Source: an optimization exercise on an open RTL-to-GDS flow (aim: small area, a short achievable clock period and few clock cycles per item). Production flows keep margins and buffers that such runs may drop. In this exercise RTL edits were held to simulation tests only and were not proved equivalent to the original. Power and IR drop assume default switching activity.

==> flow/design.v <==
`default_nettype none
package kee_pkg;
    localparam logic [1:0] ST_OK       = 2'd0;
    localparam logic [1:0] ST_DIV_ZERO = 2'd1;
    localparam logic [1:0] ST_ROOT_NEG = 2'd2;
    localparam logic [1:0] ST_SAT      = 2'd3;
    localparam logic [63:0] VAL_MAX = 64'h7FFF_FFFF_FFFF_FFFF;
    localparam logic [63:0] VAL_MIN = 64'h8000_0000_0000_0000;
    localparam logic [1:0] OP_ADD = 2'd0;
    localparam logic [1:0] OP_SUB = 2'd1;
    localparam logic [1:0] OP_MUL = 2'd2;
    localparam logic [1:0] OP_DIV = 2'd3;
    localparam logic [1:0] XF_NONE = 2'd0;
    localparam logic [1:0] XF_ROOT = 2'd1;
    localparam logic [1:0] XF_SQR  = 2'd2;
    localparam logic [1:0] TL_NONE = 2'd0;
    localparam logic [1:0] TL_ZERO = 2'd1;
    localparam logic [1:0] TL_DZ   = 2'd2;
endpackage
`default_nettype wire
`default_nettype none
module kee_ctrl (
    input  wire         i_clk,
    input  wire         i_rst_n,
    input  wire         i_s_tvalid,
    output logic        o_s_tready,
    input  wire  [7:0]  i_s_tdata,
    input  wire         i_s_tlast,
    input  wire         i_job_busy,
    output logic        o_job_load,
    output logic [1:0]  o_job_op,
    output logic [1:0]  o_job_xf,
    output logic [1:0]  o_job_tail,
    output logic        o_job_out,
    output logic        o_job_esat,
    output logic [63:0] o_job_b
);
    logic        r_hv, r_sv;
    logic [7:0]  r_hsym, r_ssym;
    logic        r_hfin, r_sfin;
    logic        r_afrac;
    logic [3:0]  r_ak;
    logic        r_bv, r_bint, r_bfr, r_bjob;
    logic [3:0]  r_bd;
    logic [31:0] r_bc;
    logic [1:0]  r_bpend, r_bxf, r_btail;
    logic        r_bfin;
    logic [63:0] r_e;
    logic        r_esat;
    logic [1:0]  r_pend;
    logic        accept, a_pop, a_need_b, b_pop, b_free;
    logic        is_dig, is_pt, is_add, is_sub, is_mul, is_div, is_op, is_root, is_sqr;
    logic [3:0]  dig;
    logic [31:0] frac_w, frac_c;
    logic [34:0] int_tot;
    logic        int_sat;
    logic [32:0] frac_lo;
    logic [31:0] frac_hi;
    logic        frac_sat;
    logic [63:0] dig_val;
    logic        dig_sat;
    assign o_s_tready = !r_sv;
    assign accept     = i_s_tvalid && !r_sv;
    assign dig     = r_hsym[3:0];
    assign is_dig  = (r_hsym[7:4] == 4'h3) && (r_hsym[3:0] <= 4'd9);
    assign is_pt   = (r_hsym == 8'h2E);
    assign is_add  = (r_hsym == 8'h2B);
    assign is_sub  = (r_hsym == 8'h2D);
    assign is_mul  = (r_hsym == 8'h2A);
    assign is_div  = (r_hsym == 8'h2F);
    assign is_op   = is_add || is_sub || is_mul || is_div;
    assign is_root = (r_hsym == 8'h72);
    assign is_sqr  = (r_hsym == 8'h73);
    assign a_need_b = is_dig || is_op || is_root || is_sqr || r_hfin;
    assign b_free   = !r_bv || b_pop;
    assign a_pop    = r_hv && (!a_need_b || b_free);
    logic [31:0] frac_lo3, frac_w3;
    always_comb begin
        case (r_ak)
            4'd0:    begin frac_w = 32'd429496730; frac_w3 = 32'd1288490190; end
            4'd1:    begin frac_w = 32'd42949673; frac_w3 = 32'd128849019; end
            4'd2:    begin frac_w = 32'd4294967; frac_w3 = 32'd12884901; end
            4'd3:    begin frac_w = 32'd429497; frac_w3 = 32'd1288491; end
            4'd4:    begin frac_w = 32'd42950; frac_w3 = 32'd128850; end
            4'd5:    begin frac_w = 32'd4295; frac_w3 = 32'd12885; end
            4'd6:    begin frac_w = 32'd430; frac_w3 = 32'd1290; end
            4'd7:    begin frac_w = 32'd43; frac_w3 = 32'd129; end
            4'd8:    begin frac_w = 32'd4; frac_w3 = 32'd12; end
            default: begin frac_w = 32'd0; frac_w3 = 32'd0; end
        endcase
        case (dig[1:0])
            2'd0:    frac_lo3 = 32'd0;
            2'd1:    frac_lo3 = frac_w;
            2'd2:    frac_lo3 = {frac_w[30:0], 1'b0};
            default: frac_lo3 = frac_w3;
        endcase
    end
    assign frac_c = frac_lo3 + (dig[3] ? {frac_w[28:0], 3'b0} : dig[2] ? {frac_w[29:0], 2'b0} : 32'd0);
    always_ff @(posedge i_clk) begin
        if (!i_rst_n) begin
            r_hv <= 1'b0;
            r_sv <= 1'b0;
        end else begin
            if (a_pop) begin
                r_hv <= r_sv || accept;
                r_sv <= 1'b0;
            end else if (!r_hv) begin
                r_hv <= accept;
            end else if (accept) begin
                r_sv <= 1'b1;
            end
        end
    end
    always_ff @(posedge i_clk) begin
        if (a_pop || !r_hv) begin
            r_hsym <= r_sv ? r_ssym : i_s_tdata;
            r_hfin <= r_sv ? r_sfin : i_s_tlast;
        end
        if (!r_sv) begin
            r_ssym <= i_s_tdata;
            r_sfin <= i_s_tlast;
        end
    end
    always_ff @(posedge i_clk) begin
        if (!i_rst_n) begin
            r_afrac <= 1'b0;
            r_ak    <= 4'd0;
        end else if (a_pop) begin
            if (is_op || is_root || is_sqr || r_hfin) begin
                r_afrac <= 1'b0;
                r_ak    <= 4'd0;
            end else if (is_pt) begin
                r_afrac <= 1'b1;
            end else if (is_dig && r_afrac && r_ak != 4'd9) begin
                r_ak <= r_ak + 4'd1;
            end
        end
    end
    always_ff @(posedge i_clk) begin
        if (!i_rst_n) begin
            r_bv <= 1'b0;
        end else if (a_pop && a_need_b) begin
            r_bv <= 1'b1;
        end else if (b_pop) begin
            r_bv <= 1'b0;
        end
    end
    always_ff @(posedge i_clk) begin
        if (a_pop && a_need_b) begin
            r_bint  <= is_dig && !r_afrac;
            r_bfr   <= is_dig && r_afrac;
            r_bjob  <= is_op || is_root || is_sqr || r_hfin;
            r_bfin  <= r_hfin;
            r_bd    <= dig;
            r_bc    <= frac_c;
            r_bpend <= (r_hfin || !is_op) ? kee_pkg::OP_ADD : {is_mul || is_div, is_sub || is_div};
            r_bxf   <= is_root ? kee_pkg::XF_ROOT : is_sqr ? kee_pkg::XF_SQR : kee_pkg::XF_NONE;
            r_btail <= (r_hfin && is_mul) ? kee_pkg::TL_ZERO :
                       (r_hfin && is_div) ? kee_pkg::TL_DZ : kee_pkg::TL_NONE;
        end
    end
    assign int_tot = {1'b0, r_e[62:32], 3'b0} + {3'b0, r_e[62:32], 1'b0} + {31'd0, r_bd};
    assign int_sat = |int_tot[34:31];
    assign frac_lo  = {1'b0, r_e[31:0]} + {1'b0, r_bc};
    logic [31:0] e_hi_inc;
    assign e_hi_inc = {1'b0, r_e[62:32]} + 32'd1;
    assign frac_hi  = frac_lo[32] ? e_hi_inc : {1'b0, r_e[62:32]};
    assign frac_sat = frac_lo[32] && (&r_e[62:32]);
    assign dig_sat = r_bfr ? frac_sat : int_sat;
    assign dig_val = dig_sat ? kee_pkg::VAL_MAX
                   : (r_bfr ? {frac_hi, frac_lo[31:0]} : {1'b0, int_tot[30:0], 32'd0});
    assign o_job_load = r_bv && r_bjob && !i_job_busy;
    assign b_pop      = r_bv && (!r_bjob || !i_job_busy);
    assign o_job_op   = r_pend;
    assign o_job_xf   = r_bxf;
    assign o_job_tail = r_btail;
    assign o_job_out  = r_bfin;
    assign o_job_esat = r_esat || ((r_bint || r_bfr) && dig_sat);
    assign o_job_b    = (r_bint || r_bfr) ? dig_val : r_e;
    always_ff @(posedge i_clk) begin
        if (!i_rst_n) begin
            r_e    <= 64'd0;
            r_esat <= 1'b0;
            r_pend <= kee_pkg::OP_ADD;
        end else if (b_pop) begin
            if (r_bjob) begin
                r_e    <= 64'd0;
                r_esat <= 1'b0;
                r_pend <= r_bpend;
            end else begin
                r_e <= dig_val;
                if (dig_sat) r_esat <= 1'b1;
            end
        end
    end
endmodule
`default_nettype wire
`default_nettype none
module kee_dp (
    input  wire         i_clk,
    input  wire         i_rst_n,
    input  wire         i_job_load,
    input  wire  [1:0]  i_job_op,
    input  wire  [1:0]  i_job_xf,
    input  wire  [1:0]  i_job_tail,
    input  wire         i_job_out,
    input  wire         i_job_esat,
    input  wire  [63:0] i_job_b,
    output logic        o_job_busy,
    output logic        o_m_tvalid,
    input  wire         i_m_tready,
    output logic [63:0] o_m_tdata,
    output logic [1:0]  o_m_tuser
);
    localparam int I_IDLE  = 0;
    localparam int I_DCHK  = 1;
    localparam int I_DSKIP = 2;
    localparam int I_DIV   = 3;
    localparam int I_MUL   = 4;
    localparam int I_SQRT  = 5;
    localparam int I_FIN   = 6;
    localparam int I_XF    = 7;
    localparam int NS      = 8;
    logic [NS-1:0] r_st;
    logic        r_jv;
    logic [1:0]  r_jop, r_jxf, r_jtail;
    logic        r_jout, r_jesat;
    logic [63:0] r_acc;
    logic [1:0]  r_err;
    logic        r_ov, r_take;
    logic [63:0] r_b;
    logic [66:0] r_r;
    logic        r_neg, r_ovf, r_bp, r_nz, r_ismul, r_inxf, r_skok;
    logic [6:0]  r_cnt;
    logic [66:0] ad_x, ad_s, ad;
    logic        ad_inv, ad_neg;
    logic [NS-1:0] n_st;
    logic [63:0] n_acc, n_b;
    logic [66:0] n_r;
    logic [1:0]  raise;
    logic        n_neg, n_ovf, n_bp, n_nz, n_ismul, n_inxf, n_skok;
    logic [6:0]  n_cnt;
    logic        done;
    logic        start;
    logic        b_zero;
    logic        r_pos;
    logic        bo_one, bo_two, bo_neg;
    logic        mul_skip, sq_skip, dv_shift;
    logic [63:0] mag;
    logic        mag_ovf;
    logic        fm_sat;
    logic [63:0] fold_val;
    logic        fold_end;
    logic [1:0]  fold_raise;
    logic [63:0] abs_acc;
    assign o_job_busy = r_jv;
    assign o_m_tvalid = r_ov;
    assign o_m_tdata  = r_acc;
    assign o_m_tuser  = r_err;
    assign start  = r_st[I_IDLE] && r_jv && !r_ov && !r_take;
    assign b_zero = (r_b == 64'd0);
    assign r_pos  = !r_r[66];
    assign bo_one = r_b[0] ^ r_bp;
    assign bo_two = (r_b[1] && !r_b[0] && !r_bp) || (!r_b[1] && r_b[0] && r_bp);
    assign bo_neg = r_b[1] && !(r_b[0] && r_bp);
    assign mul_skip = (r_b[7:0] == 8'd0) && !r_bp && (r_cnt <= 7'd28);
    assign sq_skip  = !r_nz && (r_acc[63:56] == 8'd0) && (r_cnt <= 7'd44);
    assign dv_shift = (r_r[62:56] == 7'd0) && (r_cnt <= 7'd56);
    assign mag     = r_ismul ? {r_r[31:0], r_b[63:32]} : r_b;
    assign mag_ovf = r_ismul ? (|r_r[66:32]) : r_ovf;
    logic go_add, go_sub, go_mul, go_div, go_dz;
    logic s_dchk, s_dskip, s_div, s_mul, s_fin, s_xf, s_sqrt;
    logic dk_undo, dk_fin, dk_shift, dk_div;
    logic m_skip, m_step, xf_rneg, xf_root, xf_sqr;
    logic q_skip, q_step, q_lstep, q_lskip;
    assign go_add  = start && r_jop == kee_pkg::OP_ADD;
    assign go_sub  = start && r_jop == kee_pkg::OP_SUB;
    assign go_mul  = start && r_jop == kee_pkg::OP_MUL;
    assign go_div  = start && r_jop == kee_pkg::OP_DIV && !b_zero;
    assign go_dz   = start && r_jop == kee_pkg::OP_DIV && b_zero;
    assign s_dchk  = r_st[I_DCHK];
    assign s_dskip = r_st[I_DSKIP];
    assign s_div   = r_st[I_DIV];
    assign s_mul   = r_st[I_MUL];
    assign s_fin   = r_st[I_FIN];
    assign s_xf    = r_st[I_XF];
    assign s_sqrt  = r_st[I_SQRT];
    assign dk_undo  = s_dskip && !r_skok;
    assign dk_shift = s_dskip && r_skok && !r_ovf && dv_shift;
    assign dk_fin   = s_dskip && r_skok && (r_ovf || (!dv_shift && r_cnt[6]));
    assign dk_div   = s_dskip && r_skok && !r_ovf && !dv_shift && !r_cnt[6];
    assign m_skip  = s_mul && mul_skip;
    assign m_step  = s_mul && !mul_skip;
    assign xf_rneg = s_xf && r_jxf == kee_pkg::XF_ROOT && r_acc[63];
    assign xf_root = s_xf && r_jxf == kee_pkg::XF_ROOT && !r_acc[63];
    assign xf_sqr  = s_xf && r_jxf != kee_pkg::XF_ROOT;
    assign q_skip  = s_sqrt && sq_skip;
    assign q_step  = s_sqrt && !sq_skip;
    assign q_lstep = q_step && r_cnt == 7'd47;
    assign q_lskip = q_skip && r_cnt == 7'd44;
    logic x_acc, x_r, x_dsk, x_div, x_sq;
    logic y_acc, y_acc2, y_b, y_rb, y_sq;
    assign x_acc  = r_st[I_IDLE] && !r_jop[1];
    assign x_r    = s_dchk || s_mul;
    assign x_dsk  = s_dskip;
    assign x_div  = s_div;
    assign x_sq   = s_sqrt;
    assign y_b    = (r_st[I_IDLE] && !r_jop[1]) || (s_fin && !r_ismul);
    assign y_rb   = s_fin && r_ismul;
    assign y_sq   = s_sqrt;
    assign y_acc2 = s_mul && bo_two;
    assign y_acc  = (s_mul && bo_one) || (r_st[I_IDLE] && r_jop[1]) || s_xf || s_dchk || s_dskip || s_div;
    assign ad_x = ({67{x_acc}} & {3'd0, r_acc})
                | ({67{x_r}}   & r_r)
                | ({67{x_dsk}} & {3'd0, r_r[55:0], r_b[63:56]})
                | ({67{x_div}} & {r_r[65:0], r_b[63]})
                | ({67{x_sq}}  & {r_r[64:0], r_acc[63:62]});
    assign ad_s = ({67{y_acc}}  & {3'd0, r_acc})
                | ({67{y_acc2}} & {2'd0, r_acc, 1'b0})
                | ({67{y_b}}    & {3'd0, r_b})
                | ({67{y_rb}}   & {3'd0, r_r[31:0], r_b[63:32]})
                | ({67{y_sq}}   & {1'b0, r_b, r_r[66], 1'b1});
    always_comb begin
        ad_inv = 1'b1;
        if (r_st[I_IDLE] && !r_jop[1]) ad_inv = r_jop[0];
        if (s_div || s_sqrt) ad_inv = r_pos;
        if (s_mul) ad_inv = bo_neg;
    end
    logic [67:0] ad_w;
    assign ad_w   = {ad_x, 1'b1} + {ad_s ^ {67{ad_inv}}, ad_inv};
    assign ad     = ad_w[67:1];
    assign ad_neg = ad[66];
    assign abs_acc = r_acc[63] ? ad[63:0] : r_acc;
    logic f_zero, f_sat, f_satneg, f_mag;
    assign fm_sat = mag_ovf || (r_neg ? (mag[63] && |mag[62:0]) : mag[63]);
    assign fold_end = go_add || go_sub || go_dz || s_fin;
    always_comb begin
        f_sat    = 1'b0;
        f_satneg = 1'b0;
        if (go_add) f_sat = !r_acc[63] && ad[63];
        if (go_sub) begin
            f_sat    = r_acc[63] && !ad[63];
            f_satneg = 1'b1;
        end
        if (s_fin) begin
            f_sat    = fm_sat;
            f_satneg = r_neg;
        end
    end
    assign f_zero   = go_dz || (r_jtail != kee_pkg::TL_NONE);
    assign f_mag    = s_fin && !r_neg;
    assign fold_val = f_zero ? 64'd0
                    : f_sat ? {f_satneg, {63{!f_satneg}}}
                    : f_mag ? mag : ad[63:0];
    always_comb begin
        raise = kee_pkg::ST_OK;
        if (xf_rneg) raise = kee_pkg::ST_ROOT_NEG;
        if (fold_end && r_jtail == kee_pkg::TL_DZ) raise = kee_pkg::ST_DIV_ZERO;
        if (fold_end && f_sat) raise = kee_pkg::ST_SAT;
        if (go_dz) raise = kee_pkg::ST_DIV_ZERO;
        if (start && r_jesat) raise = kee_pkg::ST_SAT;
    end
    logic a_fold, a_abs, a_b, a_sh2, a_sh8, a_root, a_zero, a_en;
    assign a_fold = fold_end;
    assign a_abs  = go_mul || xf_sqr;
    assign a_b    = go_div;
    assign a_sh2  = q_step && !q_lstep;
    assign a_sh8  = q_skip && !q_lskip;
    assign a_root = q_lstep;
    assign a_zero = xf_rneg || q_lskip || r_take;
    assign a_en   = a_fold || a_abs || a_b || a_sh2 || a_sh8 || a_root || a_zero;
    assign n_acc = ({64{a_fold}} & fold_val)
                 | ({64{a_abs}}  & abs_acc)
                 | ({64{a_b}}    & r_b)
                 | ({64{a_sh2}}  & {r_acc[61:0], 2'b00})
                 | ({64{a_sh8}}  & {r_acc[55:0], 8'd0})
                 | ({64{a_root}} & {r_b[62:0], !ad_neg});
    logic b_abs, b_dinit, b_q, b_sh8, b_rs8, b_mul, b_en;
    assign b_abs   = xf_sqr;
    assign b_dinit = go_div;
    assign b_q     = s_div || q_step;
    assign b_sh8   = dk_shift;
    assign b_rs8   = m_skip || dk_undo;
    assign b_mul   = m_step;
    assign b_en    = i_job_load || b_abs || b_dinit || b_q || b_sh8 || b_rs8 || b_mul || xf_root;
    assign n_b = ({64{i_job_load}} & i_job_b)
               | ({64{b_abs}}   & abs_acc)
               | ({64{b_dinit}} & {abs_acc[31:0], 32'd0})
               | ({64{b_q}}     & {r_b[62:0], !ad_neg})
               | ({64{b_sh8}}   & {r_b[55:0], 8'd0})
               | ({64{b_rs8}}   & {r_r[7:0], r_b[63:8]})
               | ({64{b_mul}}   & {ad[1:0], r_b[63:2]});
    logic r_dinit, r_ad, r_adsh, r_sh8, r_x, r_en;
    assign r_dinit = go_div;
    assign r_ad    = s_div || q_step;
    assign r_adsh  = m_step;
    assign r_sh8   = m_skip || dk_undo;
    assign r_x     = dk_shift;
    assign r_en    = r_dinit || r_ad || r_adsh || r_sh8 || r_x || go_mul || xf_sqr || xf_root;
    assign n_r = ({67{r_dinit}} & {35'd0, abs_acc[63:32]})
               | ({67{r_ad}}    & ad)
               | ({67{r_adsh}}  & {{2{ad[66]}}, ad[66:2]})
               | ({67{r_sh8}}   & {{8{r_r[66]}}, r_r[66:8]})
               | ({67{r_x}}     & ad_x);
    logic [6:0] cnt_inc;
    always_comb begin
        cnt_inc = 7'd1;
        if (m_skip || q_skip) cnt_inc = 7'd4;
        if (dk_shift) cnt_inc = 7'd8;
        if (dk_undo) cnt_inc = 7'h78;
    end
    always_comb begin
        n_st    = r_st;
        n_neg   = r_neg;
        n_ovf   = r_ovf;
        n_bp    = r_bp;
        n_nz    = r_nz;
        n_ismul = r_ismul;
        n_inxf  = r_inxf;
        n_skok  = r_skok;
        n_cnt   = (s_div || s_mul || s_sqrt || dk_shift || dk_undo) ? r_cnt + cnt_inc : r_cnt;
        done    = 1'b0;
        if (start) n_inxf = 1'b0;
        if (go_mul || go_div || xf_sqr || xf_root) n_cnt = 7'd0;
        if (go_mul) begin
            n_neg   = r_acc[63];
            n_bp    = 1'b0;
            n_ismul = 1'b1;
            n_st    = '0;
            n_st[I_MUL] = 1'b1;
        end
        if (go_div) begin
            n_neg   = r_acc[63];
            n_ismul = 1'b0;
            n_st    = '0;
            n_st[I_DCHK] = 1'b1;
        end
        if (s_dchk) begin
            n_ovf  = !ad_neg;
            n_skok = 1'b1;
            n_st   = '0;
            n_st[I_DSKIP] = 1'b1;
        end
        if (dk_shift) n_skok = ad_neg;
        if (dk_undo || dk_div) begin
            n_st = '0;
            n_st[I_DIV] = 1'b1;
        end
        if (dk_fin || (s_div && r_cnt == 7'd63)) begin
            n_st = '0;
            n_st[I_FIN] = 1'b1;
        end
        if (m_step) n_bp = r_b[1];
        if (mul_skip ? (r_cnt == 7'd28) : (r_cnt == 7'd31)) begin
            if (s_mul) begin
                n_st = '0;
                n_st[I_FIN] = 1'b1;
            end
        end
        if (s_xf) n_inxf = 1'b1;
        if (xf_root) begin
            n_nz = 1'b0;
            n_st = '0;
            n_st[I_SQRT] = 1'b1;
        end
        if (xf_sqr) begin
            n_neg   = 1'b0;
            n_bp    = 1'b0;
            n_ismul = 1'b1;
            n_st    = '0;
            n_st[I_MUL] = 1'b1;
        end
        if (q_step) n_nz = r_nz || (|r_acc[63:62]);
        if (xf_rneg || q_lstep || q_lskip) done = 1'b1;
        if (fold_end) begin
            n_st = '0;
            if (r_jxf != kee_pkg::XF_NONE && (r_st[I_IDLE] || !r_inxf)) n_st[I_XF] = 1'b1;
            else done = 1'b1;
        end
        if (done) begin
            n_st = '0;
            n_st[I_IDLE] = 1'b1;
        end
    end
    always_ff @(posedge i_clk) begin
        if (!i_rst_n) begin
            r_st   <= NS'(1);
            r_jv   <= 1'b0;
            r_ov   <= 1'b0;
            r_take <= 1'b0;
            r_acc  <= 64'd0;
            r_err  <= kee_pkg::ST_OK;
        end else begin
            r_st   <= n_st;
            r_take <= r_ov && i_m_tready;
            if (a_en) r_acc <= n_acc;
            if (r_take) begin
                r_err <= kee_pkg::ST_OK;
            end else if (r_err == kee_pkg::ST_OK) begin
                r_err <= raise;
            end
            if (done) begin
                r_jv <= 1'b0;
                r_ov <= r_jout;
            end
            if (i_job_load) r_jv <= 1'b1;
            if (r_ov && i_m_tready) r_ov <= 1'b0;
        end
    end
    always_ff @(posedge i_clk) begin
        if (i_job_load) begin
            r_jop   <= i_job_op;
            r_jxf   <= i_job_xf;
            r_jtail <= i_job_tail;
            r_jout  <= i_job_out;
            r_jesat <= i_job_esat;
        end
        if (b_en) r_b <= n_b;
        if (r_en) r_r <= n_r;
        r_neg   <= n_neg;
        r_ovf   <= n_ovf;
        r_bp    <= n_bp;
        r_nz    <= n_nz;
        r_ismul <= n_ismul;
        r_inxf  <= n_inxf;
        r_skok  <= n_skok;
        r_cnt   <= n_cnt;
    end
endmodule
`default_nettype wire
`default_nettype none
module keystroke_expression_evaluator_core #(
    parameter int FRACTION_BITS = 32
) (
    input  wire         i_clk,
    input  wire         i_rst_n,
    input  wire         i_s_tvalid,
    output logic        o_s_tready,
    input  wire  [7:0]  i_s_tdata,    
    input  wire         i_s_tlast,    
    output logic        o_m_tvalid,
    input  wire         i_m_tready,
    output logic [63:0] o_m_tdata,    
    output logic [1:0]  o_m_tuser     
);
    logic        job_load;
    logic [1:0]  job_op;
    logic [1:0]  job_xf;
    logic [1:0]  job_tail;
    logic        job_out;
    logic        job_esat;
    logic [63:0] job_b;
    logic        job_busy;
    kee_ctrl u_ctrl (
        .i_clk      (i_clk),
        .i_rst_n    (i_rst_n),
        .i_s_tvalid (i_s_tvalid),
        .o_s_tready (o_s_tready),
        .i_s_tdata  (i_s_tdata),
        .i_s_tlast  (i_s_tlast),
        .i_job_busy (job_busy),
        .o_job_load (job_load),
        .o_job_op   (job_op),
        .o_job_xf   (job_xf),
        .o_job_tail (job_tail),
        .o_job_out  (job_out),
        .o_job_esat (job_esat),
        .o_job_b    (job_b)
    );
    kee_dp u_dp (
        .i_clk      (i_clk),
        .i_rst_n    (i_rst_n),
        .i_job_load (job_load),
        .i_job_op   (job_op),
        .i_job_xf   (job_xf),
        .i_job_tail (job_tail),
        .i_job_out  (job_out),
        .i_job_esat (job_esat),
        .i_job_b    (job_b),
        .o_job_busy (job_busy),
        .o_m_tvalid (o_m_tvalid),
        .i_m_tready (i_m_tready),
        .o_m_tdata  (o_m_tdata),
        .o_m_tuser  (o_m_tuser)
    );
endmodule
`default_nettype wire
==> flow/flow/run.sh <==
#!/bin/bash
set -euo pipefail
export SETUP_SLACK_MARGIN="${KEE_SETUP_MARGIN:-8}"
bash standard.sh > flow_standard.log 2>&1
==> flow/standard.sh <==
#!/bin/bash
# synth_recipe.tcl (not shown) runs the flow's synth.tcl, then flattens the netlist and writes it again
# the make line also repeats each setting of config.mk as NAME=value (left out here)
make -C /OpenROAD-flow-scripts/flow DESIGN_CONFIG=/design/flow/config.mk WORK_HOME=/design/flow/orfs CLKGATE_MAP_FILE= SYNTH_SCRIPT=/design/flow/synth_recipe.tcl "${@:-finish}"
==> flow/config.mk <==
export PLATFORM = sky130hd
export DESIGN_NAME = keystroke_expression_evaluator_core
export DESIGN_NICKNAME = keystroke_expression_evaluator_core
export VERILOG_FILES = /design/flow/design.v
export SDC_FILE = /design/flow/constraint.sdc
export NUM_CORES = 4
export LEC_CHECK = 0
export CAP_MARGIN = 20
export CORE_MARGIN = 2
export CORE_UTILIZATION = 55
export SLEW_MARGIN = 20
==> flow/constraint.sdc <==
create_clock -name core_clock -period 13.0 [get_ports {i_clk}]
set_input_delay 2.6000 -clock core_clock [delete_from_list [all_inputs] [get_ports {i_clk}]]
set_output_delay 2.6000 -clock core_clock [all_outputs]
set_load 0.01 [all_outputs]
==> reports/metrics.cfg <==
[place]
gp_congestion=1.141
dp_hpwl_mm=140.9
post-place-ws_ns=5.926
place_inst=5504
io_buffers=80

[synth]
syn_inst=4821
synth-seq-cells=405
ys_seq_area_share_pct=26.09
synthesis.area_mm2=0.03863
synth.most_common_cell=nand2_1
synth_area_leaders=edfxtp_1, dfxtp_1, ha_1
synthTopCellsByCount=nand2_1, a21oi_1, clkbuf_1
yosys_warnings=2
synth-edff-count=197
yosysTopAreaCellShare_pct=15.31
synth-async-reset-ratio_pct=0
synthesis.nets=5044
synth-main-ff-cell=dfxtp_1
yosysTopAreaCell=edfxtp_1
synth.avg_cell_area_um2=8.013
ys_types=95

[clock_network]
cts_hold_buf=0
clk_path_buf_depth=3
cts-root-buf=clkbuf_16
cts_sinks=405
cts_max_level=2
cts_made_buffers=51

[run_status]
lastStage=5_1_grt
error_line=[ERROR GRT-0232] Routing congestion too high. Check the congestion heatmap in the GUI.
status=aborted with a tool error

[grt]
overflow=2
grt_max_degree=75
grtUsageTotal_pct=58.87

[floorplan]
fp.dieH_um=269.0
initial_core_util_pct=55.36
io_pins=81
fp.dieW_um=269.0
row_count=97

==> layer usage <==
metal	overflow	global-route usage, %
met1	0	64.54
met4	1	49.59
met5	0	20.41
met3	0	38.32
met2	1	75.93
==> repair_timing <==
action                                  CTS
pin swaps                                55
endpoints found under the setup margin  218
setup buffers                            68
gates cloned                              8
gates resized for setup                 237
==> power by group through the flow <==
| stage | combinational [W] | clock, W | sequential (W) |
|---|---|---|---|
| floorplan | 0.000688 | 0 | 0.00146 |
| global placement | 0.00103 | 0 | 0.00154 |
| detailed placement | 0.00103 | 0 | 0.00154 |
| CTS | 0.00117 | 0.00151 | 0.00149 |
==> worst max path at each step <==
stage | start | endpoint
4_1_cts | u_dp.r_b[0] | u_dp.r_b[61]
2_1_floorplan | u_dp.r_b[0] | u_dp.r_b[58]
3_3_place_gp | u_dp.r_st[3] | u_dp.r_acc[56]
3_5_place_dp | u_dp.r_st[3] | u_dp.r_acc[56]
==> stage by stage <==
stage	util (%)	area (um^2)	hold slack (ns)
CTS	62.57	43670	0.4355
global placement	57.31	39990	0.4274
floorplan	-	38630	0.4003
detailed placement	57.31	39990	0.4239
==> cells by family after synthesis <==
group	count (synthesis)	synth area share [%]
DFF	405	26.09
buffers and inverters	554	5.603
xor gates and xnor gates	239	5.438
adders and majority gates	210	6.879
AOI/OAI and AO/OA	1874	34.73
muxes	205	5.470
and+or+nand+nor	1334	15.79
Testbench counts, summed over its fixed seeds: cycles 53,557, exprs 1,200.
